Context: an optimization exercise on an open-source flow, tuned for small area, a short achievable clock period and few clock cycles per item. The choices shown serve that exercise and are no tape-out recipe. Only simulation tests tie the RTL to the original design; equivalence was not proved. In every run shown here, the design's own scripts or RTL, not TritonCTS, make the clock network. The clock input has no modelled driver; a real chip could not lean on it and would need a root buffer or a full tree. Power figures rest on the tool's default switching activity, not on a simulated workload.

## flow/config.mk

```make
export PLATFORM = sky130hd
export DESIGN_NAME = frame_buffer_pool_manager_top
export DESIGN_NICKNAME = frame_buffer_pool_manager_top
export VERILOG_FILES = /design/flow/design.v
export SDC_FILE = /design/flow/constraint.sdc
export NUM_CORES = 4
export LEC_CHECK = 0
export CAP_MARGIN = 20
export CORE_MARGIN = 2
export CORE_UTILIZATION = 55
export PLACE_DENSITY = 0.7
export SETUP_SLACK_MARGIN = 3.7
export SLEW_MARGIN = 20
```

## flow/constraint.sdc

```tcl
create_clock -name core_clock -period 6.0 [get_ports {clk}]
set_input_delay 1.2000 -clock core_clock [delete_from_list [all_inputs] [get_ports {clk}]]
set_output_delay 1.2000 -clock core_clock [all_outputs]
set_load 0.01 [all_outputs]
```

## flow/design.v

```verilog
`default_nettype none
package fbpm_pkg;
    localparam logic [2:0] ACT_PAINT      = 3'd0;
    localparam logic [2:0] ACT_CONSUME    = 3'd1;
    localparam logic [2:0] ACT_RETURN     = 3'd2;
    localparam logic [2:0] ACT_CLEAR_PEND = 3'd3;
    localparam logic [2:0] ACT_RESET_POOL = 3'd4;
endpackage
`default_nettype wire
`default_nettype none
import fbpm_pkg::*;
module fbpm_ctrl
(
    input  wire logic        clk,
    input  wire logic        rst_n,
    input  wire logic        start,
    output logic             busy,
    input  wire logic [34:0] request,
    output logic             v,       
    output logic             pn,      
    output logic             ps,      
    output logic             cs,      
    output logic             rt,      
    output logic             cl,      
    output logic             rp,      
    output logic [1:0]       idx
);
    logic [2:0]  act;
    logic [14:0] w;
    logic [14:0] h;
    logic [14:0] alloc_w;
    logic [14:0] alloc_h;
    logic        alloc_zero;
    logic        size_diff;
    logic        is_paint;
    logic        is_reset;
    assign busy      = 1'b0;
    assign act       = request[34:32];
    assign w         = request[31:17];
    assign h         = request[16:2];
    assign is_paint  = (act == ACT_PAINT);
    assign is_reset  = (act == ACT_RESET_POOL);
    assign size_diff = alloc_zero ? ((w != 15'd0) || (h != 15'd0))
                                  : ((w != alloc_w) || (h != alloc_h));
    always_ff @(posedge clk or negedge rst_n)
    begin
        if (!rst_n)
        begin
            alloc_zero <= 1'b1;
        end
        else if (start)
        begin
            if (is_paint)
                alloc_zero <= 1'b0;
            else if (is_reset)
                alloc_zero <= 1'b1;
        end
    end
    always_ff @(posedge clk)
    begin
        if (start && is_paint)
        begin
            alloc_w <= w;
            alloc_h <= h;
        end
    end
    always_ff @(posedge clk)
    begin
        v   <= start;
        pn  <= start && is_paint && size_diff;
        ps  <= start && is_paint && !size_diff;
        cs  <= start && (act == ACT_CONSUME);
        rt  <= start && (act == ACT_RETURN);
        cl  <= start && (act == ACT_CLEAR_PEND);
        rp  <= start && is_reset;
        idx <= request[1:0];
    end
endmodule
`default_nettype wire
`default_nettype none
module fbpm_datapath
(
    input  wire logic        clk,
    input  wire logic        rst_n,
    input  wire logic        v,
    input  wire logic        pn,
    input  wire logic        ps,
    input  wire logic        cs,
    input  wire logic        rt,
    input  wire logic        cl,
    input  wire logic        rp,
    input  wire logic [1:0]  idx,
    output logic             done,
    output logic [44:0]      result
);
    logic [1:0]  free_stack  [4];
    logic [3:0]  free_v;         
    logic [1:0]  flight_list [4];
    logic [3:0]  flight_v;       
    logic        ready_flag;
    logic [1:0]  ready_slot;
    logic        ready_zero;
    logic [31:0] paint_gen;
    logic [31:0] uploaded_gen;
    logic        gen_gt;
    logic        gens_zero;
    logic [2:0]  free_cnt;
    logic [2:0]  flight_cnt;
    logic        acc_q;
    logic        gen_nz_q;
    logic        repl_q;
    logic        reinit_q;
    logic [1:0]  free_stack_n  [4];
    logic [1:0]  flight_list_n [4];
    logic        ready_flag_n;
    logic [1:0]  ready_slot_n;
    logic        ready_zero_n;
    logic [31:0] paint_gen_n;
    logic [31:0] uploaded_gen_n;
    logic        gen_gt_n;
    logic        gens_zero_n;
    logic [2:0]  free_cnt_n;
    logic [2:0]  flight_cnt_n;
    logic [31:0] paint_gen_inc;
    logic        acc_n;
    logic        gen_nz_n;
    logic        ready_hit;
    logic        idx_hit;
    logic [3:0]  fl_match;
    logic [3:0]  fl_kill;
    logic        grant_pop;
    logic        grant_paint;
    logic        grant_cons;
    logic        push_ready;
    logic        pop_shift;
    logic        ret_push;
    logic        ret_fl;
    logic        append;
    logic        gen_eq;
    assign free_v   = {free_cnt[2],
                       free_cnt[2] || (free_cnt[1] && free_cnt[0]),
                       free_cnt[2] || free_cnt[1],
                       free_cnt != 3'd0};
    assign flight_v = {flight_cnt[2],
                       flight_cnt[2] || (flight_cnt[1] && flight_cnt[0]),
                       flight_cnt[2] || flight_cnt[1],
                       flight_cnt != 3'd0};
    assign gen_eq        = (paint_gen == uploaded_gen);
    assign paint_gen_inc = paint_gen + 32'd1;
    always_comb
    begin
        ready_hit = 1'b0;
        idx_hit   = 1'b0;
        for (int i = 0; i < 4; i++)
        begin
            if ((i > 0) && free_v[i] && (free_stack[i] == ready_slot))
                ready_hit = 1'b1;
            if (free_v[i] && (free_stack[i] == idx))
                idx_hit = 1'b1;
            fl_match[i] = flight_v[i] && (flight_list[i] == idx);
        end
        fl_kill[0] = fl_match[0];
        for (int i = 1; i < 4; i++)
            fl_kill[i] = fl_kill[i-1] || fl_match[i];
    end
    assign grant_pop   = ps && free_v[0];
    assign grant_paint = ps && (free_v[0] || ready_flag);
    assign grant_cons  = cs && ready_flag && gen_gt;
    assign push_ready  = grant_pop && ready_flag && !ready_hit;
    assign pop_shift   = grant_pop && !push_ready;
    assign ret_push    = rt && !idx_hit && !free_v[3];
    assign ret_fl      = rt && fl_kill[3];
    assign append      = grant_cons && !flight_v[3];
    always_comb
    begin
        for (int i = 0; i < 4; i++)
            free_stack_n[i] = free_stack[i];
        free_cnt_n = free_cnt;
        if (pn)
        begin
            free_stack_n[0] = 2'd2;
            free_stack_n[1] = 2'd1;
            free_stack_n[2] = 2'd0;
            free_cnt_n      = 3'd3;
        end
        else if (rp)
        begin
            free_cnt_n = 3'd0;
        end
        else if (push_ready)
        begin
            free_stack_n[0] = ready_slot;
        end
        else if (pop_shift)
        begin
            for (int i = 0; i < 3; i++)
                free_stack_n[i] = free_stack[i+1];
            free_cnt_n = free_cnt - 3'd1;
        end
        else if (ret_push)
        begin
            for (int i = 1; i < 4; i++)
                free_stack_n[i] = free_stack[i-1];
            free_stack_n[0] = idx;
            free_cnt_n = free_cnt + 3'd1;
        end
        for (int i = 0; i < 4; i++)
            flight_list_n[i] = flight_list[i];
        flight_cnt_n = flight_cnt;
        if (pn || rp)
        begin
            flight_cnt_n = 3'd0;
        end
        else if (append)
        begin
            for (int i = 1; i < 4; i++)
                flight_list_n[i] = flight_list[i-1];
            flight_list_n[0] = ready_slot;
            flight_cnt_n = flight_cnt + 3'd1;
        end
        else if (ret_fl)
        begin
            for (int i = 0; i < 3; i++)
                if (fl_kill[i])
                    flight_list_n[i] = flight_list[i+1];
            flight_cnt_n = flight_cnt - 3'd1;
        end
        if (pn || grant_paint)
            ready_flag_n = 1'b1;
        else if (grant_cons || rp)
            ready_flag_n = 1'b0;
        else
            ready_flag_n = ready_flag;
        if (pn)
            ready_slot_n = 2'd3;
        else if (grant_pop)
            ready_slot_n = free_stack[0];
        else
            ready_slot_n = ready_slot;
        if (pn || grant_paint)
            ready_zero_n = 1'b0;
        else if (rt && (idx == ready_slot))
            ready_zero_n = 1'b1;
        else
            ready_zero_n = ready_zero;
        if (pn || (grant_paint && gens_zero))
            paint_gen_n = 32'd1;
        else if (grant_paint)
            paint_gen_n = paint_gen_inc;
        else
            paint_gen_n = paint_gen;
        if (pn || (grant_paint && gens_zero) || (grant_cons && ready_zero))
            uploaded_gen_n = 32'd0;
        else if (cl || grant_cons)
            uploaded_gen_n = paint_gen;
        else
            uploaded_gen_n = uploaded_gen;
        if (rp)
            gens_zero_n = 1'b1;
        else if (pn || grant_paint)
            gens_zero_n = 1'b0;
        else
            gens_zero_n = gens_zero;
        if (pn)
            gen_gt_n = 1'b1;
        else if (cl)
            gen_gt_n = 1'b0;
        else if (grant_cons)
            gen_gt_n = ready_zero;
        else if (grant_paint)
            gen_gt_n = gens_zero ||
                       ((paint_gen != 32'hffff_ffff) && (gen_gt || gen_eq));
        else
            gen_gt_n = gen_gt;
    end
    assign acc_n    = pn || grant_paint || grant_cons;
    assign gen_nz_n = pn || grant_paint || (grant_cons && !ready_zero);
    always_ff @(posedge clk or negedge rst_n)
    begin
        if (!rst_n)
        begin
            free_cnt   <= '0;
            flight_cnt <= '0;
            ready_flag <= 1'b0;
            gens_zero  <= 1'b1;
            done       <= 1'b0;
        end
        else
        begin
            free_cnt   <= free_cnt_n;
            flight_cnt <= flight_cnt_n;
            ready_flag <= ready_flag_n;
            gens_zero  <= gens_zero_n;
            done       <= v;
        end
    end
    always_ff @(posedge clk)
    begin
        for (int i = 0; i < 4; i++)
        begin
            free_stack[i]  <= free_stack_n[i];
            flight_list[i] <= flight_list_n[i];
        end
        ready_slot   <= ready_slot_n;
        ready_zero   <= ready_zero_n;
        paint_gen    <= paint_gen_n;
        uploaded_gen <= uploaded_gen_n;
        gen_gt       <= gen_gt_n;
        acc_q        <= acc_n;
        gen_nz_q     <= gen_nz_n;
        repl_q       <= ps && ready_flag;
        reinit_q     <= pn;
    end
    assign result = {acc_q,
                     ready_slot & {2{acc_q}},
                     paint_gen & {32{gen_nz_q}},
                     repl_q,
                     reinit_q,
                     free_cnt,
                     ready_flag,
                     flight_cnt,
                     ready_flag && gen_gt};
endmodule
`default_nettype wire
`default_nettype none
module frame_buffer_pool_manager_top
(
    input  wire logic        clk,
    input  wire logic        rst_n,
    input  wire logic        start,
    output logic             busy,
    input  wire logic [34:0] request,
    output logic             done,
    output logic [44:0]      result
);
    logic       v;
    logic       pn;
    logic       ps;
    logic       cs;
    logic       rt;
    logic       cl;
    logic       rp;
    logic [1:0] idx;
    fbpm_ctrl u_ctrl (
        .clk     (clk),
        .rst_n   (rst_n),
        .start   (start),
        .busy    (busy),
        .request (request),
        .v       (v),
        .pn      (pn),
        .ps      (ps),
        .cs      (cs),
        .rt      (rt),
        .cl      (cl),
        .rp      (rp),
        .idx     (idx)
    );
    fbpm_datapath u_datapath (
        .clk     (clk),
        .rst_n   (rst_n),
        .v       (v),
        .pn      (pn),
        .ps      (ps),
        .cs      (cs),
        .rt      (rt),
        .cl      (cl),
        .rp      (rp),
        .idx     (idx),
        .done    (done),
        .result  (result)
    );
endmodule
`default_nettype wire
```

## flow/flow/run.sh

```bash
#!/bin/bash
# The standard layout (standard.sh), with two changes:
#  - ports are buffered by buf_2 cells;
#  - the clock tree is flow/cts.tcl's: the clock port drives 4 clkbuf_16
#    cells, each driving 2 clkbuf_8 cells, each driving one cluster of
#    flip-flops.
# ORFS writes each step's full log under orfs/logs/; make's output goes to
# standard.log.
export BUFFER_PORTS_ARGS="-buffer_cell sky130_fd_sc_hd__buf_2"
export PRE_CTS_TCL="$PWD/flow/cts.tcl"
export MYCTS_NROOT=4
export MYCTS_NSUB=2
export MYCTS_ROOT=sky130_fd_sc_hd__clkbuf_16
export MYCTS_LEAF=sky130_fd_sc_hd__clkbuf_8
bash standard.sh > standard.log 2>&1
```

## flow/flow/cts.tcl

```tcl
# Clock tree, sourced by ORFS's CTS step (PRE_CTS_TCL) in place of its own
# clock_tree_synthesis. The flip-flops are split into NROOT equal groups of
# nearby flip-flops, each group into NSUB equal subgroups (balanced k-means on
# the placement). The clock port drives one root buffer per group, which
# drives one leaf buffer per subgroup, which drives the subgroup's
# flip-flops: every flip-flop is two buffers away from the clock port.
set nroot 4
set nsub 2
if {[info exists ::env(MYCTS_NROOT)]} { set nroot $::env(MYCTS_NROOT) }
if {[info exists ::env(MYCTS_NSUB)]} { set nsub $::env(MYCTS_NSUB) }
set rootcell sky130_fd_sc_hd__clkbuf_16
set leafcell sky130_fd_sc_hd__clkbuf_16
if {[info exists ::env(MYCTS_ROOT)]} { set rootcell $::env(MYCTS_ROOT) }
if {[info exists ::env(MYCTS_LEAF)]} { set leafcell $::env(MYCTS_LEAF) }

# Balanced k-means of points {id x y} into k groups; returns {groups centres}.
proc mycts_kmeans {pts k} {
  set n [llength $pts]
  set srt [lsort -integer -index 1 $pts]
  set cx {}; set cy {}
  # seeds: sort by x into k slices, each slice's median
  for {set j 0} {$j < $k} {incr j} {
    set a [expr {$j * $n / $k}]; set b [expr {($j + 1) * $n / $k - 1}]
    set sl [lsort -integer -index 2 [lrange $srt $a $b]]
    set m [lindex $sl [expr {[llength $sl] / 2}]]
    lappend cx [lindex $m 1]; lappend cy [lindex $m 2]
  }
  set cap [expr {int(ceil(double($n) / $k))}]
  for {set iter 0} {$iter < 40} {incr iter} {
    set pairs {}
    set i 0
    foreach s $pts {
      for {set j 0} {$j < $k} {incr j} {
        lappend pairs [list [expr {abs([lindex $s 1]-[lindex $cx $j]) + abs([lindex $s 2]-[lindex $cy $j])}] $i $j]
      }
      incr i
    }
    set assign [lrepeat $n -1]
    set cnt [lrepeat $k 0]
    foreach p [lsort -integer -index 0 $pairs] {
      lassign $p d i j
      if {[lindex $assign $i] >= 0 || [lindex $cnt $j] >= $cap} continue
      lset assign $i $j
      lset cnt $j [expr {[lindex $cnt $j] + 1}]
    }
    set groups [lrepeat $k {}]
    set i 0
    foreach s $pts {
      set j [lindex $assign $i]
      lset groups $j [concat [lindex $groups $j] [list $s]]
      incr i
    }
    for {set j 0} {$j < $k} {incr j} {
      set g [lindex $groups $j]
      if {[llength $g] == 0} continue
      lset cx $j [expr {[tcl::mathop::+ {*}[lmap s $g {lindex $s 1}]] / [llength $g]}]
      lset cy $j [expr {[tcl::mathop::+ {*}[lmap s $g {lindex $s 2}]] / [llength $g]}]
    }
  }
  return [list $groups $cx $cy]
}

proc mycts_buffer {block master name in_net x y} {
  set inst [odb::dbInst_create $block $master $name]
  set net [odb::dbNet_create $block "${name}_net"]
  $net setSigType CLOCK
  [$inst findITerm A] connect $in_net
  [$inst findITerm X] connect $net
  $inst setLocation [expr {int($x)}] [expr {int($y)}]
  $inst setPlacementStatus PLACED
  return $net
}

set block [ord::get_db_block]
set clk_net [$block findNet clk]
set root_master [[ord::get_db] findMaster $rootcell]
set leaf_master [[ord::get_db] findMaster $leafcell]
set sinks {}
foreach it [$clk_net getITerms] {
  set bb [[$it getInst] getBBox]
  lappend sinks [list $it [expr {([$bb xMin]+[$bb xMax])/2}] [expr {([$bb yMin]+[$bb yMax])/2}]]
}
puts "mycts: [llength $sinks] sinks, $nroot x $nsub leaves"
lassign [mycts_kmeans $sinks $nroot] groups gx gy
for {set r 0} {$r < $nroot} {incr r} {
  set g [lindex $groups $r]
  if {$nsub > 1} {
    lassign [mycts_kmeans $g $nsub] subs sx sy
  } else {
    set subs [list $g]; set sx [list [lindex $gx $r]]; set sy [list [lindex $gy $r]]
  }
  if {$nsub > 1} {
    set rnet [mycts_buffer $block $root_master "clkbuf_my_r$r" $clk_net [lindex $gx $r] [lindex $gy $r]]
  } else {
    set rnet $clk_net
  }
  for {set j 0} {$j < [llength $subs]} {incr j} {
    set lnet [mycts_buffer $block $leaf_master "clkbuf_my_r${r}_l$j" $rnet [lindex $sx $j] [lindex $sy $j]]
    foreach s [lindex $subs $j] {
      set it [lindex $s 0]
      $it disconnect
      $it connect $lnet
    }
    puts "mycts: root $r leaf $j: [llength [lindex $subs $j]] flip-flops"
  }
}
$clk_net setSigType CLOCK

# The CTS step calls clock_tree_synthesis next: the tree is built, so it only
# has to switch timing to the propagated clock.
rename clock_tree_synthesis {}
proc clock_tree_synthesis {args} {
  set_propagated_clock [all_clocks]
  puts "mycts: clock tree built by PRE_CTS_TCL"
}
```

## flow/standard.sh

```bash
#!/bin/bash
# synth_recipe.tcl (not shown) runs the flow's synth.tcl, then flattens the netlist and writes it again
# the make line also repeats each setting of config.mk as NAME=value (left out here)
make -C /OpenROAD-flow-scripts/flow DESIGN_CONFIG=/design/flow/config.mk WORK_HOME=/design/flow/orfs CLKGATE_MAP_FILE= SYNTH_SCRIPT=/design/flow/synth_recipe.tcl "${@:-finish}"
```

==> results of run 1 <==
[synthesized netlist by cell type (3+ instances only)]
cell / instances / area, um2
edfxtp_1: 40 / 1200
nand2_1: 106 / 398
nand3_1: 18 / 90.1
a211oi_1: 3 / 22.5
nor2_1: 62 / 233
nand4_1: 18 / 113
nor4_1: 17 / 106
buf_2: 9 / 45.0
or3_1: 3 / 18.8
xor2_1: 70 / 613
o21ai_0: 7 / 35.0
and2_1: 37 / 231
a21oi_1: 41 / 205
mux2i_1: 8 / 80.1
or2_2: 3 / 18.8
nand3b_1: 3 / 22.5
dfrtp_1: 8 / 200
nor3_1: 9 / 45.0
nand2b_1: 5 / 31.3
clkbuf_1: 20 / 75.1
dfxtp_1: 87 / 1740
a31oi_1: 4 / 25.0
mux2_2: 3 / 33.8
and3_1: 7 / 43.8
buf_4: 8 / 60.1
xnor2_1: 47 / 412
a21o_1: 4 / 30.0
inv_1: 4 / 15.0
nor2b_1: 3 / 18.8
[sequential cells by signal, indices dropped and copies added (netlist names), 3 cells and up]
signal	flops
u_ctrl.alloc_h	15
u_ctrl.alloc_w	15
u_datapath.flight_cnt	3
u_datapath.flight_list	8
u_datapath.free_cnt	3
u_datapath.free_stack	8
u_datapath.paint_gen	32
u_datapath.uploaded_gen	32
[routing by layer]
layer	wire length [um]	vias to the layer above	GRT usage, %	share of wire, %
li1	-	2470	-	-
met1	6770	2438	30.9	45
met2	7360	117	38.4	49
met3	605	24	1.54	4.0
met4	222	0	4.23	1.5
met5	0	-	0	0
[stage by stage]
stage	util, %	setup WS (ps)
after global placement	59.2	3180
final	63.6	3690
after CTS	61.6	3690
after floorplan	-	3720
after detailed placement	59.2	3000
after global routing	63.6	3580
[logic make-up after synthesis]
group                      count (synthesis)
and+or+nand+nor                          308
DFF                                      137
xor gates and xnor gates                 117
AOI/OAI and AO/OA                         72
buffers and inverters                     44
muxes                                     12
adders and majority gates                  3
other                                      1
[worst max-delay path by stage]
stage / endpoint / cells after the start / slack (ps) / start
2_1_floorplan: u_datapath.flight_cnt[2]$_DFFE_PN0P_ / 7 / 3720 / u_datapath.ready_flag$_DFFE_PN0P_
3_3_place_gp: u_datapath.uploaded_gen[9]$_SDFFE_PP0P_ / 4 / 3180 / u_datapath.ready_flag$_DFFE_PN0P_
3_5_place_dp: u_datapath.uploaded_gen[7]$_SDFFE_PP0P_ / 4 / 3000 / u_datapath.free_cnt[1]$_DFFE_PN0P_
4_1_cts: result[13] / 3 / 3690 / u_datapath.gen_nz_q$_DFF_P_
5_1_grt: u_datapath.free_cnt[2]$_DFFE_PN0P_ / 9 / 3580 / u_datapath.ready_slot[0]$_SDFFE_PP1N_
6_report: result[30] / 3 / 3690 / u_datapath.gen_nz_q$_DFF_P_
[final cells by class]
type	instances	area share (%)
Multi-Input combinational cell	513	43.5
Sequential cell	137	42.6
Timing Repair Buffer	93	8.40
Buffer	12	2.77
Tap cell	147	2.43
Inverter	4	0.248
[repair_timing]
item / CTS / global route
hold endpoints to repair: 0 / 0
pin swaps: 2 / 0
setup buffers: 4 / 4
gates cloned: 0 / 1
endpoints found under the setup margin: 76 / 96
resized for setup: 18 / 52
[power groups by stage]
stage	Clock [mW]	Combinational [mW]	Sequential, mW
2_1_floorplan	0	0.172	1.08
3_3_place_gp	0	0.226	1.10
3_5_place_dp	0	0.231	1.10
4_1_cts	0.521	0.237	1.08
5_1_grt	0.551	0.270	1.09
6_report	0.513	0.244	1.08
==> notes.md, run 1 <==
----------------------------------------------------
[Outcome]
  Result of the run ... complete, no violations

[Yosys]
  Mux cell area share after synthesis ... under 10%
  Synth Area in Simple Gates ... about a quarter
  Synth Area in Compound Gates ... approximately 6.8%
  Most instantiated flip-flop cell in the synthesis netlist ... dfxtp_1
  Number of unique standard cell types used by synthesis ... 63
  Count of flip-flops with a built-in enable after synthesis ... 40
  Cell count after synthesis ... about 700
  Dominant combinational cell family by area after synthesis ... simple AND/OR/NAND/NOR gates
  Sequential area share after synthesis ... between 40% and 50%
  Netlist area before placement ... 6640 um2
  XOR/XNOR share of the synthesized area ... between 15 and 20%
  Number of flip-flops and latches in the synthesized netlist ... between 100 and 150
  Average size of a mapped cell ... between 9 and 10 um2
  Async set-reset flop share out of synthesis ... under 10%
  Warning count from the yosys run ... 6
  Post-Syn Nets ... between 700 and 800
  Adder and majority gate portion of the synthesized area ... less than 1%

[Drt]
  Drt initial violations ... around 310
  Wirelength per Cell ... between 15 and 20 um
  DRT antenna net count ... 0
  Total Wirelength ... approximately 15 mm
  Number of remaining DRC errors ... 0
  Number of vias after detailed routing ... a little over 5000
  Vias per Instance ... approximately 5.6
  DR pass1 iterations ... 5

[Cells and area]
  Count of nets after finishing ... ~800
  Filler cell count ... about 1000
  Total area of multi-input combinational cells ... ~3300 um2
  Fraction of layout instances using a drive strength above 1 ... between 20% and 30%
  Number of antenna diodes ... 0
  Sequential cell area ... 3230 um2
  Commonest cells after routing, fill and taps aside ... nand2_1, xor2_1, buf_2, dfxtp_1, nor2_1
  Commonest non-fill, non-tap cell in the layout ... nand2_1
  Post-route cell area ... 7580 um2
  Area Growth Syn to Fin ... 14.1%
  Non-filler cells, final ... a little over 900

[Setup path]
  Worst Path Arrival ... around 1100 ps
  Endpoint class of the critical path ... output pin
  Slowest library cell on the worst path ... dfxtp_4
  Crit path kind ... register to output pin
  Setup slack of the worst register-to-register path ... ~3700 ps
  Longest individual stage delay on the worst path ... approximately 400 ps
  Kind of start point of the critical path ... register
  Crit-path leading delay family ... flip-flops
  Number of cells on the worst reg-to-reg path ... 9
  Reg2reg start ... u_datapath.ready_slot[0]$_SDFFE_PP1N_
  Critical Path Fanout Max ... 16
  Data required time of the worst path ... between 4000 and 5000 ps
  Buf/Inv on CP ... 2
  CP cell instances ... buf_12 -> and2_1 -> buf_2
  R2R Path End ... u_datapath.free_cnt[2]$_DFFE_PN0P_

[Global route]
  Number of global-route vias before repair ... 4815
  Pin count of the biggest net entering global routing ... 33
  First-pass GRT wire length ... approximately 24 mm
  Initial antenna violation count ... 0
  Total global-route track usage ... between 20% and 30%
  Remaining global-route overflow ... 0

[Power and ir drop]
  Internal cell power ... approximately 1.4 mW
  Net switching power ... approximately 0.48 mW
  Clk pwr share ... between 20 and 30%
  Sw Share ... about a quarter
  Sequential power share ... between 50% and 60%
  Post-route total power ... approximately 1.8 mW
  Fraction of power consumed by combinational cells ... 13.2%
  Worst ir drop on vdd ... between 150 and 200 uV
  Power Dens Cells ... about 240 nW/um2
  Leak pwr ... just over 3 nW

[STA]
  Clock period minus final worst setup slack ... roughly 2300 ps
  Summed negative setup slack over all endpoints ... 0 ps
  Hold Fails Final Rpt ... 0
  Number of setup violations in the final report ... 0
  Worst Clk Skew ... around 27 ps
  Measured slew at the worst slew-check pin ... between 600 and 700 ps
  Post-Route Hold Slack ... roughly 340 ps
  Slew Limit Headroom ... a little under three fifths
  RSZ-0062 raised after global routing ... true
  Ratio of final minimum period to clock period ... around two fifths
  Pins over their slew limit ... 0
  Upper clock frequency limit ... between 400 and 500 MHz

[Clocking]
  Clock network latency to the later pin of the worst-skew pair ... 300 ps
  Clk slew on worst S/H paths ... 100 ps
  Cts hold-fix bufs ... 0

[Worst hold path]
  Hold crit path type ... register to register
  Start point of the worst hold path ... u_ctrl.v$_DFF_P_
  Worst Hold End ... u_datapath.done$_DFF_PN0_
  Worst hold stages ... 0

[Place]
  IO Port Bufs ... 83
  Post-Place Cells ... 885
  Total half-perimeter wirelength after legalization and detailed placement ... around 10 mm
  Routability cong. ... between 0.8 and 0.9
  DP Area ... 7050 um2

[Floorplanning]
  I/O pin cnt ... 85
  Width of the die ... about 110 um
  Die boundary height ... 114 um
  Placement Rows ... 40
  Die area ... roughly 13000 um2
  Starting density of the core ... approximately 56%
  Area of the core region ... 11900 um2

[Job]
  Max-cap violations ... 0

----------------------------------------------------
Testbench counts, summed over its fixed seeds: cycles 9,616, items 9,600.
==> run 2, diff against run 1 <==
==> flow/flow/run.sh (replaced) <==
#!/bin/bash
# The standard layout (standard.sh), with two changes:
#  - ports are buffered by buf_2 cells;
#  - the clock tree is flow/cts.tcl's: the clock port drives 4 clkbuf_16
#    cells, each driving 3 clkbuf_8 cells, each driving one cluster of
#    flip-flops.
# ORFS writes each step's full log under orfs/logs/; make's output goes to
# standard.log.
export BUFFER_PORTS_ARGS="-buffer_cell sky130_fd_sc_hd__buf_2"
export PRE_CTS_TCL="$PWD/flow/cts.tcl"
export MYCTS_NROOT=4
export MYCTS_NSUB=3
export MYCTS_ROOT=sky130_fd_sc_hd__clkbuf_16
export MYCTS_LEAF=sky130_fd_sc_hd__clkbuf_8
bash standard.sh > standard.log 2>&1
==> notes.md, run 2 <==
----------------------------------------------------
[Outcome]
  Result of the run ... complete, no violations

[Setup path]
  Crit path kind ... register to output pin
  Endpoint class of the critical path ... output pin
  Kind of start point of the critical path ... register
  Worst Path Arrival ... 1100 ps (about the same)
  Number of cells on the worst reg-to-reg path ... 9 (unchanged)
  Critical Path Fanout Max ... 8 (-8)
  Reg2reg start ... u_datapath.free_cnt[1]$_DFFE_PN0P_
  Setup slack of the worst register-to-register path ... 3760 ps (+70 ps)
  R2R Path End ... u_datapath.free_cnt[2]$_DFFE_PN0P_
  Data required time of the worst path ... 4800 ps (about the same)

[STA]
  Hold Fails Final Rpt ... 0 (unchanged)
  Number of setup violations in the final report ... 0 (unchanged)
  Worst Clk Skew ... 22.9 ps (-3.97 ps)
  Slew Limit Headroom ... 57.0% (about the same)
  Summed negative setup slack over all endpoints ... 0 ps (unchanged)
  Ratio of final minimum period to clock period ... 38.3% (-0.21 points)
  RSZ-0062 raised after global routing ... true
  Upper clock frequency limit ... 435 MHz (+0.54%)
  Measured slew at the worst slew-check pin ... 645 ps (-1.67 ps)
  Pins over their slew limit ... 0 (unchanged)
  Clock period minus final worst setup slack ... 2300 ps (-12.4 ps)

[Yosys]
  Cell count after synthesis ... 694 (unchanged)
  Most common library cells after synthesis ... nand2_1, dfxtp_1, xor2_1, nor2_1, xnor2_1
  Netlist area before placement ... 6640 um2 (unchanged)
  Most area-consuming cells after synthesis ... dfxtp_1, edfxtp_1, xor2_1, xnor2_1, nand2_1
  Most instantiated flip-flop cell in the synthesis netlist ... dfxtp_1
  Async set-reset flop share out of synthesis ... 7.30% (unchanged)
  Count of flip-flops with a built-in enable after synthesis ... 40 (unchanged)
  Average size of a mapped cell ... 9.57 um2 (unchanged)
  Number of flip-flops and latches in the synthesized netlist ... 137 (unchanged)
  Post-Syn Nets ... 735 (unchanged)
  Number of unique standard cell types used by synthesis ... 63 (unchanged)
  Share of the synthesized area in the top cell type ... 26.2% (unchanged)
  Dominant cell by count in the synthesized netlist ... nand2_1
  Warning count from the yosys run ... 6 (unchanged)
  Sequential area share after synthesis ... 48.1% (unchanged)
  Area leader, netlist ... dfxtp_1

[Floorplanning]
  Die area ... 13000 um2 (unchanged)
  I/O pin cnt ... 85 (unchanged)
  Placement Rows ... 40 (unchanged)
  Starting density of the core ... 55.8% (unchanged)
  Width of the die ... 114 um (unchanged)
  Area of the core region ... 11900 um2 (unchanged)
  Die boundary height ... 114 um (unchanged)

[Worst hold path]
  Worst hold stages ... 0 (unchanged)
  Start point of the worst hold path ... u_ctrl.v$_DFF_P_
  Hold crit path type ... register to register
  Worst Hold End ... u_datapath.done$_DFF_PN0_

[Global route]
  GRT met1 Usage ... 30.2% (-0.71 points)
  Number of global-route vias before repair ... 4842 (+0.56%)
  Initial antenna violation count ... 0 (unchanged)
  Total global-route track usage ... 21.9% (-0.27 points)
  Global-route track usage on met2 ... 37.8% (-0.56 points)
  Pin count of the biggest net entering global routing ... 33 (unchanged)
  Grt met3 use ... 1.86% (+0.32 points)
  Remaining global-route overflow ... 0 (unchanged)
  First-pass GRT wire length ... 23.6 mm (-0.93%)
  Gr busiest metal ... met2

[Cells and area]
  Area Growth Syn to Fin ... 11.9%
  Sequential cell area ... 3220 um2 (-0.35%)
  Filler cell count ... 1005 (+0.10%)
  Final design utilization ... 62.4% (-1.2 points)
  Total area of multi-input combinational cells ... 3270 um2 (-0.95%)
  Regs by FF count ... u_datapath.paint_gen (32), u_datapath.uploaded_gen (32)
  Commonest non-fill, non-tap cell in the layout ... nand2_1
  Fraction of layout instances using a drive strength above 1 ... 19.9% (-3.0 points)
  Count of nets after finishing ... 802 (unchanged)
  Commonest cells after routing, fill and taps aside ... nand2_1, buf_2, dfxtp_1, xor2_1, nor2_1
  Number of antenna diodes ... 0 (unchanged)
  Non-filler cells, final ... 906 (unchanged)

[Power and ir drop]
  Leak pwr ... 3.02 nW (-0.82%)
  Sw Share ... 25.9% (about the same)
  Fraction of power consumed by combinational cells ... 12.5% (-0.7 points)
  Net switching power ... 0.497 mW (+4.2%)
  Sequential power share ... 56.5% (-2.4 points)
  Power Dens Cells ... 258 nW/um2 (+6.2%)
  Worst ir drop on vdd ... 181 uV (+20%)
  Internal cell power ... 1.42 mW (+4.1%)
  Clk pwr share ... 31.0% (+3.1 points)

[Job]
  Max-cap violations ... 0 (unchanged)

[Drt]
  Wirelength per Cell ... 16.2 um (-1.6%)
  Drt initial violations ... 281 (-10%)
  DRT antenna net count ... 0 (unchanged)
  Total Wirelength ... 14.7 mm (-1.6%)
  Number of vias after detailed routing ... 5001 (-0.95%)
  Vias per Instance ... 5.52 (-0.95%)
  DR pass1 iterations ... 5 (unchanged)
  Number of remaining DRC errors ... 0 (unchanged)

[Clocking]
  Clock network latency to the later pin of the worst-skew pair ... 290 ps (about the same)
  Clk slew on worst S/H paths ... 70 ps (-30 ps)

[Place]
  Routability cong. ... 0.849 (unchanged)
  Post-Place Cells ... 885 (unchanged)
  IO Port Bufs ... 83 (unchanged)
  Total half-perimeter wirelength after legalization and detailed placement ... 10.1 mm (unchanged)

----------------------------------------------------
==> run 2: cell types whose count changed in the layout (fill, tap and decap cells not counted), moves of 2 or more <==
| cell | delta |
|---|---|
| buf_2 | +16 |
| dfrtp_1 | +2 |
| and2_1 | +15 |
| clkbuf_8 | +4 |
| and2_4 | -16 |
| dfxtp_2 | -4 |
| dfxtp_1 | +5 |
| buf_4 | -2 |
| buf_6 | -17 |
| dfrtp_2 | -2 |
==> run 2: cells by family after synthesis <==
family | count (synthesis) | synth area share, %
AND/OR/NAND/NOR | 308 | 23.7
flip-flops | 137 | 48.1
XOR/XNOR | 117 | 15.4
AO/OA/AOI/OAI | 72 | 6.78
buffers and inverters | 44 | 3.33
multiplexers | 12 | 1.88
adder cells (fa/ha/maj) | 3 | 0.678
other | 1 | 0.0565
==> run 2: timing repair <==
item | 4_1_cts | 5_1_grt
buffers inserted | 1 | 4
pin swaps | 2 | 1
setup endpoints to repair | 99 | 44
hold buffers | 0 | 0
gates resized for setup | 14 | 13
==> run 2: through the flow <==
step,hold WS (ps),worst slack (ps),area (um2),power [mW]
3_5_place_dp,324,3000,7050,1.33
2_1_floorplan,316,3720,6650,1.25
5_1_grt,342,3620,7430,2.00
3_3_place_gp,318,3180,7050,1.32
6_report,334,3700,7430,1.92
4_1_cts,334,3700,7350,1.92
==> run 2: per-layer routing <==
metal | vias up | wire (um)
met5 | - | 0
met1 | 2395 | 6710
li1 | 2470 | -
met2 | 110 | 7090
met3 | 26 | 639
met4 | 0 | 280
==> run 2: area by class of cell <==
| cell class | instances | share of cell area, % |
|---|---|---|
| Sequential cell | 137 | 43.3 |
| Multi-Input combinational cell | 513 | 44.0 |
| Buffer | 16 | 3.57 |
| Tap cell | 147 | 2.48 |
| Timing Repair Buffer | 89 | 6.47 |
| Inverter | 4 | 0.202 |
==> run 2: worst max path at each step <==
stage	end	start	slack [ps]
3_5_place_dp	u_datapath.uploaded_gen[7]$_SDFFE_PP0P_	u_datapath.free_cnt[1]$_DFFE_PN0P_	3000
4_1_cts	result[13]	u_datapath.gen_nz_q$_DFF_P_	3700
5_1_grt	u_datapath.free_cnt[2]$_DFFE_PN0P_	u_datapath.free_cnt[1]$_DFFE_PN0P_	3620
3_3_place_gp	u_datapath.uploaded_gen[9]$_SDFFE_PP0P_	u_datapath.ready_flag$_DFFE_PN0P_	3180
2_1_floorplan	u_datapath.flight_cnt[2]$_DFFE_PN0P_	u_datapath.ready_flag$_DFFE_PN0P_	3720
6_report	result[23]	u_datapath.paint_gen[13]$_SDFFE_PP0P_	3700
==> run 2: power groups by stage <==
stage / combinational [mW] / clock [mW] / sequential (mW)
after detailed placement: 0.231 / 0 / 1.10
after CTS: 0.233 / 0.607 / 1.08
after global placement: 0.226 / 0 / 1.10
after global routing: 0.267 / 0.638 / 1.09
after floorplan: 0.172 / 0 / 1.08
final: 0.240 / 0.594 / 1.08
==> run 2: worst max-delay path, cell delays in order, from the launching register on <==
cell	delay (ps)
dfxtp_1	530
and2_1	180
buf_2	120
==> run 3, diff against run 2 <==
==> flow/flow/run.sh (replaced) <==
#!/bin/bash
# The standard layout (standard.sh), with two changes:
#  - ports are buffered by buf_2 cells;
#  - the clock tree is flow/cts.tcl's: the clock port drives 4 clkbuf_8
#    cells, each driving 3 clkbuf_8 cells, each driving one cluster of
#    flip-flops.
# ORFS writes each step's full log under orfs/logs/; make's output goes to
# standard.log.
export BUFFER_PORTS_ARGS="-buffer_cell sky130_fd_sc_hd__buf_2"
export PRE_CTS_TCL="$PWD/flow/cts.tcl"
export MYCTS_NROOT=4
export MYCTS_NSUB=3
export MYCTS_ROOT=sky130_fd_sc_hd__clkbuf_8
export MYCTS_LEAF=sky130_fd_sc_hd__clkbuf_8
bash standard.sh > standard.log 2>&1
--- a/flow/config.mk
+++ b/flow/config.mk
@@ -9,5 +9,5 @@
 export CORE_MARGIN = 2
 export CORE_UTILIZATION = 55
 export PLACE_DENSITY = 0.7
-export SETUP_SLACK_MARGIN = 3.7
+export SETUP_SLACK_MARGIN = 3.85
 export SLEW_MARGIN = 20
==> notes.md, run 3 <==
----------------------------------------------------
[STA]
  Pins over their slew limit ... 0 (unchanged)
  Ratio of final minimum period to clock period ... 38.8% (+0.48 points)
  Final critical-path setup slack ... 3670 ps (-28.8 ps)
  Upper clock frequency limit ... 429 MHz (-1.2%)
  Hold Fails Final Rpt ... 0 (unchanged)
  Post-Route Hold Slack ... 320 ps (-14.0 ps)
  Measured slew at the worst slew-check pin ... 716 ps (+71.5 ps)
  Slew Limit Headroom ... 52.2% (-4.8 points)
  Number of setup violations in the final report ... 0 (unchanged)
  Summed negative setup slack over all endpoints ... 0 ps (unchanged)
  RSZ-0062 raised after global routing ... true
  Clock period minus final worst setup slack ... 2330 ps (+28.8 ps)
  Worst Clk Skew ... 10.8 ps (-12.1 ps)

[Drt]
  Number of vias after detailed routing ... 5175 (+3.5%)
  DR pass1 iterations ... 5 (unchanged)
  Total Wirelength ... 15.7 mm (+7.0%)
  Drt initial violations ... 349 (+24%)
  DRT antenna net count ... 0 (unchanged)
  Wirelength per Cell ... 17.0 um (+4.8%)
  Vias per Instance ... 5.59 (+1.4%)
  Number of remaining DRC errors ... 0 (unchanged)

[Floorplanning]
  Starting density of the core ... 55.8% (unchanged)
  Die area ... 13000 um2 (unchanged)
  Width of the die ... 114 um (unchanged)
  Die boundary height ... 114 um (unchanged)
  Placement Rows ... 40 (unchanged)
  I/O pin cnt ... 85 (unchanged)
  Area of the core region ... 11900 um2 (unchanged)

[Cells and area]
  Total area of multi-input combinational cells ... 3420 um2 (+4.6%)
  Regs by FF count ... u_datapath.paint_gen (32), u_datapath.uploaded_gen (32)
  Post-route cell area ... 7910 um2 (+6.5%)
  Commonest cells after routing, fill and taps aside ... nand2_1, xor2_1, dfxtp_1, nor2_1, buf_2
  Count of nets after finishing ... 821 (+2.4%)
  Filler cell count ... 952 (-5.3%)
  Fraction of layout instances using a drive strength above 1 ... 28.5% (+8.6 points)
  Sequential cell area ... 3240 um2 (+0.54%)
  Commonest non-fill, non-tap cell in the layout ... nand2_1
  Number of antenna diodes ... 0 (unchanged)
  Area Growth Syn to Fin ... 19.1%

[Setup path]
  Data required time of the worst path ... 4800 ps (about the same)
  Kind of start point of the critical path ... register
  Critical Path Fanout Max ... 8 (unchanged)
  Reg2reg start ... u_datapath.free_cnt[1]$_DFFE_PN0P_
  Worst Path Arrival ... 1130 ps (+30 ps)
  R2R Path End ... u_datapath.free_cnt[2]$_DFFE_PN0P_
  Endpoint class of the critical path ... output pin
  Setup slack of the worst register-to-register path ... 3930 ps (+170 ps)
  Number of cells on the worst reg-to-reg path ... 8 (-1)
  Crit path kind ... register to output pin

[Power and ir drop]
  Net switching power ... 0.498 mW (+0.34%)
  Sw Share ... 26.4% (+0.42 points)
  Worst ir drop on vdd ... 176 uV (-3.0%)
  Sequential power share ... 57.1% (+0.6 points)
  Internal cell power ... 1.39 mW (-1.8%)
  Clk pwr share ... 27.6% (-3.4 points)
  Leak pwr ... 3.16 nW (+4.8%)
  Power Dens Cells ... 239 nW/um2 (-7.3%)
  Fraction of power consumed by combinational cells ... 15.3% (+2.8 points)

[Yosys]
  Synth Area in Simple Gates ... 23.7% (unchanged)
  Synth Area in Compound Gates ... 6.78% (unchanged)
  XOR/XNOR share of the synthesized area ... 15.4% (unchanged)
  Netlist area before placement ... 6640 um2 (unchanged)
  Warning count from the yosys run ... 6 (unchanged)
  Post-Syn Nets ... 735 (unchanged)
  Most area-consuming cells after synthesis ... dfxtp_1, edfxtp_1, xor2_1, xnor2_1, nand2_1
  Cell count after synthesis ... 694 (unchanged)
  Area leader, netlist ... dfxtp_1
  Dominant combinational cell family by area after synthesis ... simple AND/OR/NAND/NOR gates
  Mux cell area share after synthesis ... 1.88% (unchanged)
  Dominant cell by count in the synthesized netlist ... nand2_1
  Number of unique standard cell types used by synthesis ... 63 (unchanged)
  Adder and majority gate portion of the synthesized area ... 0.678% (unchanged)
  Number of flip-flops and latches in the synthesized netlist ... 137 (unchanged)
  Most common library cells after synthesis ... nand2_1, dfxtp_1, xor2_1, nor2_1, xnor2_1
  Average size of a mapped cell ... 9.57 um2 (unchanged)
  Most instantiated flip-flop cell in the synthesis netlist ... dfxtp_1
  Count of flip-flops with a built-in enable after synthesis ... 40 (unchanged)
  Async set-reset flop share out of synthesis ... 7.30% (unchanged)
  Share of the synthesized area in the top cell type ... 26.2% (unchanged)
  Sequential area share after synthesis ... 48.1% (unchanged)

[Worst hold path]
  Hold crit path type ... register to register
  Start point of the worst hold path ... u_ctrl.v$_DFF_P_
  Worst hold stages ... 0 (unchanged)
  Worst Hold End ... u_datapath.done$_DFF_PN0_

[Clocking]
  Clock network latency to the later pin of the worst-skew pair ... 280 ps (about the same)
  Cts hold-fix bufs ... 0 (unchanged)
  Clk slew on worst S/H paths ... 80 ps (about the same)

[Job]
  Max-cap violations ... 0 (unchanged)

[Place]
  IO Port Bufs ... 83 (unchanged)
  Worst setup timing slack at the placement stage ... 2980 ps (-18.1 ps)
  DP Area ... 7080 um2 (+0.39%)
  Total half-perimeter wirelength after legalization and detailed placement ... 10.4 mm (+2.7%)
  Routability cong. ... 0.871 (+2.5%)

[Outcome]
  Result of the run ... complete, no violations

[Global route]
  Pin count of the biggest net entering global routing ... 33 (unchanged)
  Initial antenna violation count ... 0 (unchanged)
  Number of global-route vias before repair ... 5084 (+5.0%)
  Total global-route track usage ... 23.5% (+1.6 points)
  First-pass GRT wire length ... 25.1 mm (+6.2%)
  Remaining global-route overflow ... 0 (unchanged)

----------------------------------------------------
-- run 3: cell counts after synthesis --
Identical to the previous run, type by type.
-- run 3: worst max-delay path by stage --
stage,to,startpoint,cells past startpoint
after floorplan,u_datapath.flight_cnt[2]$_DFFE_PN0P_,u_datapath.ready_flag$_DFFE_PN0P_,7
after global placement,u_datapath.uploaded_gen[9]$_SDFFE_PP0P_,u_datapath.ready_flag$_DFFE_PN0P_,4
after CTS,result[25],u_datapath.gen_nz_q$_DFF_P_,3
final,result[26],u_datapath.gen_nz_q$_DFF_P_,3
after global routing,result[26],u_datapath.gen_nz_q$_DFF_P_,3
after detailed placement,u_datapath.uploaded_gen[29]$_SDFFE_PP0P_,u_datapath.ready_flag$_DFFE_PN0P_,4
-- run 3: final cells by class --
cell class | count | area share [%]
flip-flops and latches | 137 | 40.9
inverters | 4 | 0.237
multi-input cells | 515 | 43.2
repair buffers | 106 | 10.6
well taps | 147 | 2.32
plain buffers | 16 | 2.78
-- run 3: what timing repair did --
| action | 4_1_cts | 5_1_grt |
|---|---|---|
| cloned | 2 | 2 |
| endpoints found under the setup margin | 104 | 123 |
| resized for setup | 78 | 44 |
| buffers inserted | 12 | 7 |
| pin swaps | 4 | 18 |
-- run 3: layer usage --
layer | GRT usage [%] | wire, um | vias up
met2 | 42.6 | 7950 | 126
li1 | - | - | 2507
met4 | 4.15 | 262 | 0
met3 | 2.39 | 685 | 21
met5 | 0 | 0 | -
met1 | 30.9 | 6840 | 2521
-- run 3: cell families after synthesis --
family	count (synthesis)
xor+xnor	117
compound gates	72
mux	12
fa+ha+maj	3
flops	137
other cells	1
simple gates	308
buf+inv	44
-- run 3: critical path, cell delays in order, from the launching register on --
cell	delay (ps)
dfxtp_4	440
buf_8	160
and2_4	150
buf_6	100
-- run 3: power groups by stage --
stage	logic, mW	clock network, mW	registers, mW
3_3_place_gp	0.228	0	1.09
2_1_floorplan	0.172	0	1.08
6_report	0.289	0.522	1.08
4_1_cts	0.269	0.532	1.07
3_5_place_dp	0.237	0	1.10
5_1_grt	0.314	0.563	1.09
-- run 3: through the flow --
stage               total power, mW  utilization (%)  std cells
floorplan                      1.25                -        694
global placement               1.32             59.3        885
detailed placement             1.34             59.4        886
CTS                            1.88             64.4        916
global route                   1.97             66.4        925
finish                         1.89             66.4        925
==> run 4, diff against run 3 <==
--- a/flow/config.mk
+++ b/flow/config.mk
@@ -9,5 +9,5 @@
 export CORE_MARGIN = 2
 export CORE_UTILIZATION = 55
 export PLACE_DENSITY = 0.7
-export SETUP_SLACK_MARGIN = 3.85
+export SETUP_SLACK_MARGIN = 3.55
 export SLEW_MARGIN = 20
==> notes.md, run 4 <==
----------------------------------------------------
[Outcome]
  Result of the run ... complete, no violations

[Setup path]
  Worst Path Arrival ... 1170 ps (+40 ps)
  Kind of start point of the critical path ... register
  Data required time of the worst path ... 4800 ps (about the same)
  Slowest library cell on the worst path ... dfxtp_1
  Longest individual stage delay on the worst path ... 560 ps (+120 ps)
  CP cell instances ... and2_1 -> buf_2
  Critical Path Fanout Max ... 8 (unchanged)
  Crit path kind ... register to output pin
  Endpoint class of the critical path ... output pin

[Global route]
  Remaining global-route overflow ... 0 (unchanged)
  Total global-route track usage ... 21.9% (-1.6 points)
  Pin count of the biggest net entering global routing ... 33 (unchanged)
  Initial antenna violation count ... 0 (unchanged)
  First-pass GRT wire length ... 23.7 mm (-5.4%)
  Number of global-route vias before repair ... 4852 (-4.6%)

[Power and ir drop]
  Post-route total power ... 1.84 mW (-2.9%)
  Power Dens Cells ... 250 nW/um2 (+4.8%)
  Worst ir drop on vdd ... 199 uV (+13%)
  Leak pwr ... 2.99 nW (-5.5%)

[Yosys]
  Cell count after synthesis ... 694 (unchanged)
  Share of the synthesized area in the top cell type ... 26.2% (unchanged)
  Sequential area share after synthesis ... 48.1% (unchanged)
  Most area-consuming cells after synthesis ... dfxtp_1, edfxtp_1, xor2_1, xnor2_1, nand2_1
  Post-Syn Nets ... 735 (unchanged)
  Warning count from the yosys run ... 6 (unchanged)
  Most common library cells after synthesis ... nand2_1, dfxtp_1, xor2_1, nor2_1, xnor2_1
  Number of flip-flops and latches in the synthesized netlist ... 137 (unchanged)
  Area leader, netlist ... dfxtp_1
  Number of unique standard cell types used by synthesis ... 63 (unchanged)
  Dominant cell by count in the synthesized netlist ... nand2_1
  Async set-reset flop share out of synthesis ... 7.30% (unchanged)
  Netlist area before placement ... 6640 um2 (unchanged)
  Count of flip-flops with a built-in enable after synthesis ... 40 (unchanged)
  Average size of a mapped cell ... 9.57 um2 (unchanged)
  Most instantiated flip-flop cell in the synthesis netlist ... dfxtp_1

[STA]
  Worst Clk Skew ... 26.2 ps (+15.5 ps)
  Number of setup violations in the final report ... 0 (unchanged)
  Pins over their slew limit ... 0 (unchanged)
  Ratio of final minimum period to clock period ... 39.6% (+0.75 points)
  Final critical-path setup slack ... 3630 ps (-44.8 ps)
  Upper clock frequency limit ... 421 MHz (-1.9%)
  Hold Fails Final Rpt ... 0 (unchanged)
  Slew Limit Headroom ... 51.7% (-0.52 points)
  Clock period minus final worst setup slack ... 2370 ps (+44.8 ps)
  RSZ-0062 raised after global routing ... false
  Measured slew at the worst slew-check pin ... 725 ps (+8.81 ps)
  Summed negative setup slack over all endpoints ... 0 ps (unchanged)

[Floorplanning]
  Width of the die ... 114 um (unchanged)
  Starting density of the core ... 55.8% (unchanged)
  Placement Rows ... 40 (unchanged)
  Die area ... 13000 um2 (unchanged)
  Area of the core region ... 11900 um2 (unchanged)
  I/O pin cnt ... 85 (unchanged)
  Die boundary height ... 114 um (unchanged)

[Drt]
  Number of vias after detailed routing ... 4977 (-3.8%)
  DR pass1 iterations ... 5 (unchanged)
  Vias per Instance ... 5.49 (-1.8%)
  Total Wirelength ... 14.2 mm (-10%)
  Wirelength per Cell ... 15.6 um (-8.1%)
  Number of remaining DRC errors ... 0 (unchanged)
  DRT antenna net count ... 0 (unchanged)
  Drt initial violations ... 358 (+2.6%)

[Worst hold path]
  Hold crit path type ... register to register

[Job]
  Max-cap violations ... 0 (unchanged)

[Cells and area]
  Commonest non-fill, non-tap cell in the layout ... nand2_1
  Sequential cell area ... 3200 um2 (-1.0%)
  Count of nets after finishing ... 802 (-2.3%)
  Fraction of layout instances using a drive strength above 1 ... 18.2% (-10 points)
  Total area of multi-input combinational cells ... 3250 um2 (-4.8%)
  Filler cell count ... 1014 (+6.5%)
  Regs by FF count ... u_datapath.paint_gen (32), u_datapath.uploaded_gen (32)
  Commonest cells after routing, fill and taps aside ... nand2_1, dfxtp_1, buf_2, xor2_1, nor2_1
  Area Growth Syn to Fin ... 10.4%
  Number of antenna diodes ... 0 (unchanged)

[Place]
  IO Port Bufs ... 83 (unchanged)
  Worst setup timing slack at the placement stage ... 3010 ps (+31.6 ps)
  Total half-perimeter wirelength after legalization and detailed placement ... 10.0 mm (-4.0%)
  Routability cong. ... 0.909 (+4.4%)

[Clocking]
  Clock network latency to the later pin of the worst-skew pair ... 290 ps (about the same)
  Clk slew on worst S/H paths ... 80 ps (about the same)

----------------------------------------------------
-- run 4: cell count changes in the layout (fill, tap and decap cells not counted), sizes merged --
cell / delta
and2: -1
clkbuf: -1
a21o: -1
inv: +1
buf: -16
clkinvlp: -1
-- run 4: cells by family (layout without fill, tap and decap cells) --
| group | after synthesis | in the layout | share of synthesized area (%) |
|---|---|---|---|
| adder cells (fa/ha/maj) | 3 | 3 | 0.678 |
| flip-flops | 137 | 137 | 48.1 |
| AO/OA/AOI/OAI | 72 | 72 | 6.78 |
| buffers and inverters | 44 | 109 | 3.33 |
| XOR/XNOR | 117 | 117 | 15.4 |
| other | 1 | 1 | 0.0565 |
| AND/OR/NAND/NOR | 308 | 308 | 23.7 |
| multiplexers | 12 | 12 | 1.88 |
-- run 4: path summary, 6_finish.rpt --
path	startpoint	end	slack, ps	cells past startpoint
min in group asynchronous	rst_n	u_datapath.free_cnt[0]$_DFFE_PN0P_	760	1
hold reg to reg	u_ctrl.v$_DFF_P_	u_datapath.done$_DFF_PN0_	330	0
setup / recovery	u_datapath.paint_gen[2]$_SDFFE_PP0P_	result[12]	3630	2
max in group asynchronous	rst_n	u_ctrl.alloc_zero$_DFFE_PN1P_	4950	1
setup reg to reg	u_datapath.ready_flag$_DFFE_PN0P_	u_datapath.flight_cnt[2]$_DFFE_PN0P_	3720	6
hold / removal	u_ctrl.v$_DFF_P_	u_datapath.done$_DFF_PN0_	330	0
-- run 4: cell type report --
cell class              count  share of cell area [%]
plain buffers              16                    3.00
inverters                   4                   0.205
multi-input cells         513                    44.4
flip-flops and latches    137                    43.7
well taps                 147                    2.51
repair buffers             89                    6.28
-- run 4: worst max-delay path, delay by kind of cell (launching register included) --
family,cells,cell delay [ps]
DFF,1,560
and+or+nand+nor,1,200
buffers and inverters,1,130
-- run 4: timing repair --
item / in CTS / in global routing
resized for setup: 7 / 4
hold buffers: 0 / 0
buffers inserted: 0 / 5
setup endpoints to repair: 65 / 44
pin swaps: 0 / 2
-- run 4: routing by layer --
layer | vias to the layer above | global-route usage [%] | wire (um)
met3 | 22 | 1.54 | 517
met4 | 0 | 3.90 | 276
met1 | 2376 | 30.5 | 6610
met5 | - | 0 | 0
met2 | 112 | 38.2 | 6760
li1 | 2467 | - | -
-- run 4: through the flow --
step / instance area (um2) / utilization [%] / hold WS (ps) / std cells
after floorplan: 6640 / - / 316 / 694
after detailed placement: 7050 / 59.2 / 322 / 885
after global routing: 7330 / 61.6 / 341 / 906
after global placement: 7050 / 59.1 / 317 / 885
after CTS: 7290 / 61.2 / 331 / 901
final: 7330 / 61.6 / 329 / 906
-- run 4: report_power, final --
| group | leakage, nW | switching (mW) | internal, mW | total [mW] |
|---|---|---|---|---|
| logic | 1.68 | 0.119 | 0.114 | 0.233 |
| clock network | 0.115 | 0.283 | 0.241 | 0.524 |
| registers | 1.19 | 0.0761 | 1.00 | 1.08 |
==> run 5, diff against run 4 <==
--- a/flow/config.mk
+++ b/flow/config.mk
@@ -9,5 +9,5 @@
 export CORE_MARGIN = 2
 export CORE_UTILIZATION = 55
 export PLACE_DENSITY = 0.7
-export SETUP_SLACK_MARGIN = 3.55
+export SETUP_SLACK_MARGIN = 3.75
 export SLEW_MARGIN = 20
==> notes.md, run 5 <==
----------------------------------------------------
[Outcome]
  Result of the run ... complete, no violations

[Place]
  Routability cong. ... 0.886 (-2.5%)
  DP Area ... 7050 um2 (about the same)
  IO Port Bufs ... 83 (unchanged)
  Total half-perimeter wirelength after legalization and detailed placement ... 10.1 mm (+1.1%)

[Drt]
  Vias per Instance ... 5.55 (+0.94%)
  Number of vias after detailed routing ... 5035 (+1.2%)
  Wirelength per Cell ... 16.3 um (+4.3%)
  Drt initial violations ... 286 (-20%)
  DRT antenna net count ... 0 (unchanged)
  Total Wirelength ... 14.8 mm (+4.6%)
  DR pass1 iterations ... 4 (-1)
  Number of remaining DRC errors ... 0 (unchanged)

[Setup path]
  Crit path kind ... register to output pin
  Data required time of the worst path ... 4800 ps (about the same)
  Setup slack of the worst register-to-register path ... 3900 ps (+180 ps)
  Slowest library cell on the worst path ... dfxtp_4
  Buf/Inv on CP ... 2 (+1)
  Worst Path Arrival ... 1110 ps (-60 ps)
  Longest individual stage delay on the worst path ... 370 ps (-190 ps)
  CP cell instances ... buf_12 -> and2_1 -> buf_2
  Kind of start point of the critical path ... register
  Endpoint class of the critical path ... output pin
  Crit-path leading delay family ... flip-flops
  Critical Path Fanout Max ... 16 (+8)

[Cells and area]
  Sequential cell area ... 3230 um2 (+0.82%)
  Post-route cell area ... 7450 um2 (+1.6%)
  Regs by FF count ... u_datapath.paint_gen (32), u_datapath.uploaded_gen (32)
  Area Growth Syn to Fin ... 12.2%
  Count of nets after finishing ... 804 (+0.25%)
  Total area of multi-input combinational cells ... 3300 um2 (+1.5%)
  Fraction of layout instances using a drive strength above 1 ... 21.6% (+3.4 points)
  Commonest non-fill, non-tap cell in the layout ... nand2_1
  Filler cell count ... 1009 (-0.49%)
  Number of antenna diodes ... 0 (unchanged)
  Final design utilization ... 62.5% (+0.96 points)
  Commonest cells after routing, fill and taps aside ... nand2_1, buf_2, xor2_1, dfxtp_1, nor2_1

[Global route]
  Initial antenna violation count ... 1 (+1)
  Pin count of the biggest net entering global routing ... 33 (unchanged)
  Remaining global-route overflow ... 0 (unchanged)
  Number of global-route vias before repair ... 4853 (+0.021%)
  First-pass GRT wire length ... 24.3 mm (+2.5%)
  Total global-route track usage ... 22.8% (+0.90 points)

[Clocking]
  Cts hold-fix bufs ... 0 (unchanged)
  Clk slew on worst S/H paths ... 80 ps (about the same)
  Clock network latency to the later pin of the worst-skew pair ... 300 ps (about the same)

[Job]
  Max-cap violations ... 0 (unchanged)

[STA]
  Number of setup violations in the final report ... 0 (unchanged)
  Slew Limit Headroom ... 50.0% (-1.6 points)
  Worst Clk Skew ... 32.6 ps (+6.34 ps)
  Summed negative setup slack over all endpoints ... 0 ps (unchanged)
  Pins over their slew limit ... 0 (unchanged)
  Measured slew at the worst slew-check pin ... 749 ps (+23.7 ps)
  Clock period minus final worst setup slack ... 2310 ps (-67.4 ps)
  RSZ-0062 raised after global routing ... true
  Hold Fails Final Rpt ... 0 (unchanged)
  Ratio of final minimum period to clock period ... 38.4% (-1.1 points)
  Upper clock frequency limit ... 434 MHz (+2.9%)

[Yosys]
  Warning count from the yosys run ... 6 (unchanged)
  Most instantiated flip-flop cell in the synthesis netlist ... dfxtp_1
  Number of flip-flops and latches in the synthesized netlist ... 137 (unchanged)
  Cell count after synthesis ... 694 (unchanged)
  Sequential area share after synthesis ... 48.1% (unchanged)
  Count of flip-flops with a built-in enable after synthesis ... 40 (unchanged)
  Most common library cells after synthesis ... nand2_1, dfxtp_1, xor2_1, nor2_1, xnor2_1
  Async set-reset flop share out of synthesis ... 7.30% (unchanged)
  Most area-consuming cells after synthesis ... dfxtp_1, edfxtp_1, xor2_1, xnor2_1, nand2_1
  Dominant cell by count in the synthesized netlist ... nand2_1
  Netlist area before placement ... 6640 um2 (unchanged)
  Number of unique standard cell types used by synthesis ... 63 (unchanged)
  Post-Syn Nets ... 735 (unchanged)
  Share of the synthesized area in the top cell type ... 26.2% (unchanged)
  Average size of a mapped cell ... 9.57 um2 (unchanged)
  Area leader, netlist ... dfxtp_1

[Floorplanning]
  Starting density of the core ... 55.8% (unchanged)
  Width of the die ... 114 um (unchanged)
  Area of the core region ... 11900 um2 (unchanged)
  Die boundary height ... 114 um (unchanged)
  I/O pin cnt ... 85 (unchanged)
  Placement Rows ... 40 (unchanged)
  Die area ... 13000 um2 (unchanged)

[Power and ir drop]
  Worst ir drop on vdd ... 155 uV (-22%)
  Leak pwr ... 3.01 nW (+0.99%)
  Power Dens Cells ... 252 nW/um2 (+0.62%)

[Worst hold path]
  Hold crit path type ... register to register

----------------------------------------------------
run 5: cell counts after synthesis:
No cell type changed its count.
run 5: cell type report:
type	count	share of cell area, %
Timing Repair Buffer	90	6.70
Tap cell	147	2.47
Inverter	4	0.202
Multi-Input combinational cell	514	44.3
Sequential cell	137	43.3
Buffer	16	2.96
run 5: cells by family (layout without fill, tap and decap cells):
logic type / Yosys count / count (layout) / share of synthesized area [%]
AND/OR/NAND/NOR: 308 / 308 / 23.7
XOR/XNOR: 117 / 117 / 15.4
other: 1 / 1 / 0.0565
adder cells (fa/ha/maj): 3 / 3 / 0.678
AO/OA/AOI/OAI: 72 / 73 / 6.78
multiplexers: 12 / 12 / 1.88
buffers and inverters: 44 / 110 / 3.33
flip-flops: 137 / 137 / 48.1
run 5: worst register-to-register path: stages (launching register included):
cell and delay [ps]:
dfrtp_2 450, a21oi_1 120, o31a_1 350, a31oi_4 170, xor2_1 170, ha_1 180
nor2_1 40, mux2_1 320, a31o_1 210
run 5: worst paths after layout:
path,from,end,depth (start not counted)
hold / removal,u_ctrl.v$_DFF_P_,u_datapath.done$_DFF_PN0_,0
hold reg to reg,u_ctrl.v$_DFF_P_,u_datapath.done$_DFF_PN0_,0
min in group asynchronous,rst_n,u_datapath.free_cnt[2]$_DFFE_PN0P_,1
setup reg to reg,u_datapath.free_cnt[1]$_DFFE_PN0P_,u_datapath.free_cnt[2]$_DFFE_PN0P_,8
setup / recovery,u_datapath.gen_nz_q$_DFF_P_,result[12],3
max in group asynchronous,rst_n,u_ctrl.alloc_zero$_DFFE_PN1P_,1
run 5: layer usage:
metal	track usage (%)	share of wire (%)	vias to the layer above
met3	2.66	4.9	29
met4	5.69	2.7	2
met2	38.3	48	125
met5	0	0.047	-
li1	-	-	2476
met1	31.6	45	2403
run 5: stage by stage:
step	setup WS (ps)	std cells	hold WS, ps	total power, mW
global route	3660	908	354	1.96
global placement	3160	885	318	1.32
detailed placement	3010	885	324	1.33
floorplan	3780	694	316	1.25
CTS	3660	906	341	1.88
finish	3690	908	346	1.88
run 5: where the power goes:
group          total (mW)  leakage, nW  switching, mW  internal (mW)
combinational       0.249         1.71          0.127          0.122
clock               0.543        0.115          0.302          0.241
sequential           1.08         1.19         0.0777           1.01
total                1.88         3.01          0.507           1.37
run 5: timing repair:
item | 4_1_cts | 5_1_grt
endpoints found under the setup margin | 77 | 65
resized for setup | 27 | 15
cloned | 0 | 1
setup buffers | 5 | 1
endpoints found under the hold margin | 0 | 0
pin swaps | 2 | 3
==> run 6, diff against run 5 <==
--- a/flow/config.mk
+++ b/flow/config.mk
@@ -9,5 +9,5 @@
 export CORE_MARGIN = 2
 export CORE_UTILIZATION = 55
 export PLACE_DENSITY = 0.7
-export SETUP_SLACK_MARGIN = 3.75
+export SETUP_SLACK_MARGIN = 3.7
 export SLEW_MARGIN = 20
==> notes.md, run 6 <==
----------------------------------------------------
[Outcome]
  Result of the run ... complete, no violations

[Yosys]
  Cell count after synthesis ... 694 (unchanged)
  Number of flip-flops and latches in the synthesized netlist ... 137 (unchanged)
  Sequential area share after synthesis ... 48.1% (unchanged)
  Most instantiated flip-flop cell in the synthesis netlist ... dfxtp_1
  Count of flip-flops with a built-in enable after synthesis ... 40 (unchanged)
  Async set-reset flop share out of synthesis ... 7.30% (unchanged)
  Warning count from the yosys run ... 6 (unchanged)
  Share of the synthesized area in the top cell type ... 26.2% (unchanged)
  Post-Syn Nets ... 735 (unchanged)
  Dominant cell by count in the synthesized netlist ... nand2_1
  Number of unique standard cell types used by synthesis ... 63 (unchanged)
  Average size of a mapped cell ... 9.57 um2 (unchanged)

[Floorplanning]
  Placement Rows ... 40 (unchanged)
  Starting density of the core ... 55.8% (unchanged)
  Area of the core region ... 11900 um2 (unchanged)
  Die area ... 13000 um2 (unchanged)
  Width of the die ... 114 um (unchanged)
  Die boundary height ... 114 um (unchanged)

[Cells and area]
  Total area of multi-input combinational cells ... 3270 um2 (-0.99%)
  Sequential cell area ... 3230 um2 (about the same)
  Commonest non-fill, non-tap cell in the layout ... nand2_1
  Filler cell count ... 1009 (unchanged)
  Fraction of layout instances using a drive strength above 1 ... 21.2% (-0.34 points)
  Area Growth Syn to Fin ... 11.6%
  Post-route cell area ... 7410 um2 (-0.50%)
  Number of antenna diodes ... 0 (unchanged)
  Count of nets after finishing ... 802 (-0.25%)

[Place]
  Worst setup timing slack at the placement stage ... 3000 ps (-7.07 ps)
  DP Area ... 7050 um2 (about the same)
  IO Port Bufs ... 83 (unchanged)
  Routability cong. ... 0.849 (-4.2%)

[Power and ir drop]
  Sequential power share ... 58.3% (+0.5 points)
  Clk pwr share ... 28.8% (about the same)
  Internal cell power ... 1.36 mW (-0.54%)
  Fraction of power consumed by combinational cells ... 12.9% (-0.4 points)
  Post-route total power ... 1.86 mW (-0.97%)
  Leak pwr ... 3.00 nW (-0.48%)
  Power Dens Cells ... 251 nW/um2 (-0.47%)
  Sw Share ... 26.7% (-0.32 points)
  Net switching power ... 0.496 mW (-2.1%)
  Worst ir drop on vdd ... 141 uV (-9.4%)

[Setup path]
  Worst Path Arrival ... 1090 ps (-20 ps)
  Kind of start point of the critical path ... register
  Longest individual stage delay on the worst path ... 360 ps (about the same)
  Data required time of the worst path ... 4800 ps (about the same)
  Crit path kind ... register to output pin
  Critical Path Fanout Max ... 16 (unchanged)
  Endpoint class of the critical path ... output pin
  Slowest library cell on the worst path ... dfxtp_4

[STA]
  Summed negative setup slack over all endpoints ... 0 ps (unchanged)
  Post-Route Hold Slack ... 333 ps (-12.9 ps)
  Pins over their slew limit ... 0 (unchanged)
  Number of setup violations in the final report ... 0 (unchanged)
  RSZ-0062 raised after global routing ... true
  Ratio of final minimum period to clock period ... 38.1% (-0.35 points)
  Worst Clk Skew ... 25.0 ps (-7.61 ps)
  Final critical-path setup slack ... 3710 ps (+21.2 ps)

[Job]
  Max-cap violations ... 0 (unchanged)

[Drt]
  Drt initial violations ... 275 (-3.8%)
  DRT antenna net count ... 0 (unchanged)
  DR pass1 iterations ... 4 (unchanged)
  Number of remaining DRC errors ... 0 (unchanged)
  Total Wirelength ... 14.7 mm (-0.62%)

[Global route]
  Number of global-route vias before repair ... 4839 (-0.29%)
  First-pass GRT wire length ... 23.6 mm (-2.8%)
  Pin count of the biggest net entering global routing ... 33 (unchanged)
  Initial antenna violation count ... 0 (-1)

[Worst hold path]
  Hold crit path type ... register to register

[Clocking]
  Clk slew on worst S/H paths ... 70 ps (about the same)
  Clock network latency to the later pin of the worst-skew pair ... 300 ps (about the same)

----------------------------------------------------
-- run 6: cell count changes in the layout (fill, tap and decap cells not counted), moves of 2 or more --
cell	change
dfxtp_2	+7
dfxtp_1	-6
and2_1	+3
and2_4	-3
dfrtp_1	+2
dfrtp_2	-2
-- run 6: critical path: cells and delay by family (launching register included) --
kind          cells  cell delay [ps]
buf+inv           2              280
flops             1              360
simple gates      1              160
-- run 6: final cells by class --
type / count / area share (%)
multi-input cells: 513 / 44.1
flip-flops and latches: 137 / 43.6
well taps: 147 / 2.48
inverters: 4 / 0.203
plain buffers: 16 / 2.97
repair buffers: 89 / 6.64
-- run 6: path summary, 6_finish.rpt --
path / from / to / slack, ps / cells past startpoint
worst min register to register: u_ctrl.v$_DFF_P_ / u_datapath.done$_DFF_PN0_ / 330 / 0
worst min-delay path: u_ctrl.v$_DFF_P_ / u_datapath.done$_DFF_PN0_ / 330 / 0
min in group asynchronous: rst_n / u_datapath.flight_cnt[2]$_DFFE_PN0P_ / 770 / 1
worst max-delay path: u_datapath.gen_nz_q$_DFF_P_ / result[10] / 3710 / 3
max in group asynchronous: rst_n / u_ctrl.alloc_zero$_DFFE_PN1P_ / 4940 / 1
worst max register to register: u_datapath.free_cnt[2]$_DFFE_PN0P_ / u_datapath.free_cnt[2]$_DFFE_PN0P_ / 3790 / 9
-- run 6: power by group through the flow --
stage	Combinational [mW]	Sequential (mW)	Clock (mW)
global placement	0.226	1.10	0
floorplan	0.172	1.08	0
finish	0.239	1.08	0.535
global route	0.268	1.09	0.579
detailed placement	0.231	1.10	0
CTS	0.233	1.08	0.549
-- run 6: logic make-up after synthesis --
kind of cell	Yosys count	synth area share, %
adder cells (fa/ha/maj)	3	0.678
buffers and inverters	44	3.33
flip-flops	137	48.1
XOR/XNOR	117	15.4
other	1	0.0565
AO/OA/AOI/OAI	72	6.78
multiplexers	12	1.88
AND/OR/NAND/NOR	308	23.7
-- run 6: metrics by stage --
step                utilization [%]  instances
global placement               59.2        885
CTS                            61.4        902
finish                         62.2        906
detailed placement             59.2        885
floorplan                         -        694
global route                   62.2        906
-- run 6: repair_timing --
action,in CTS,in global routing
gates resized for setup,17,23
buffers inserted,1,4
endpoints found under the setup margin,77,44
cloned,0,0
pin swaps,2,1
-- run 6: routing by layer --
metal  wire length (um)  vias to the layer above  track usage (%)
met1               6690                     2399             30.2
met3                627                       23             1.91
met2               7170                      100             38.2
met5                  0                        -                0
li1                   -                     2465                -
met4                232                        0             4.39
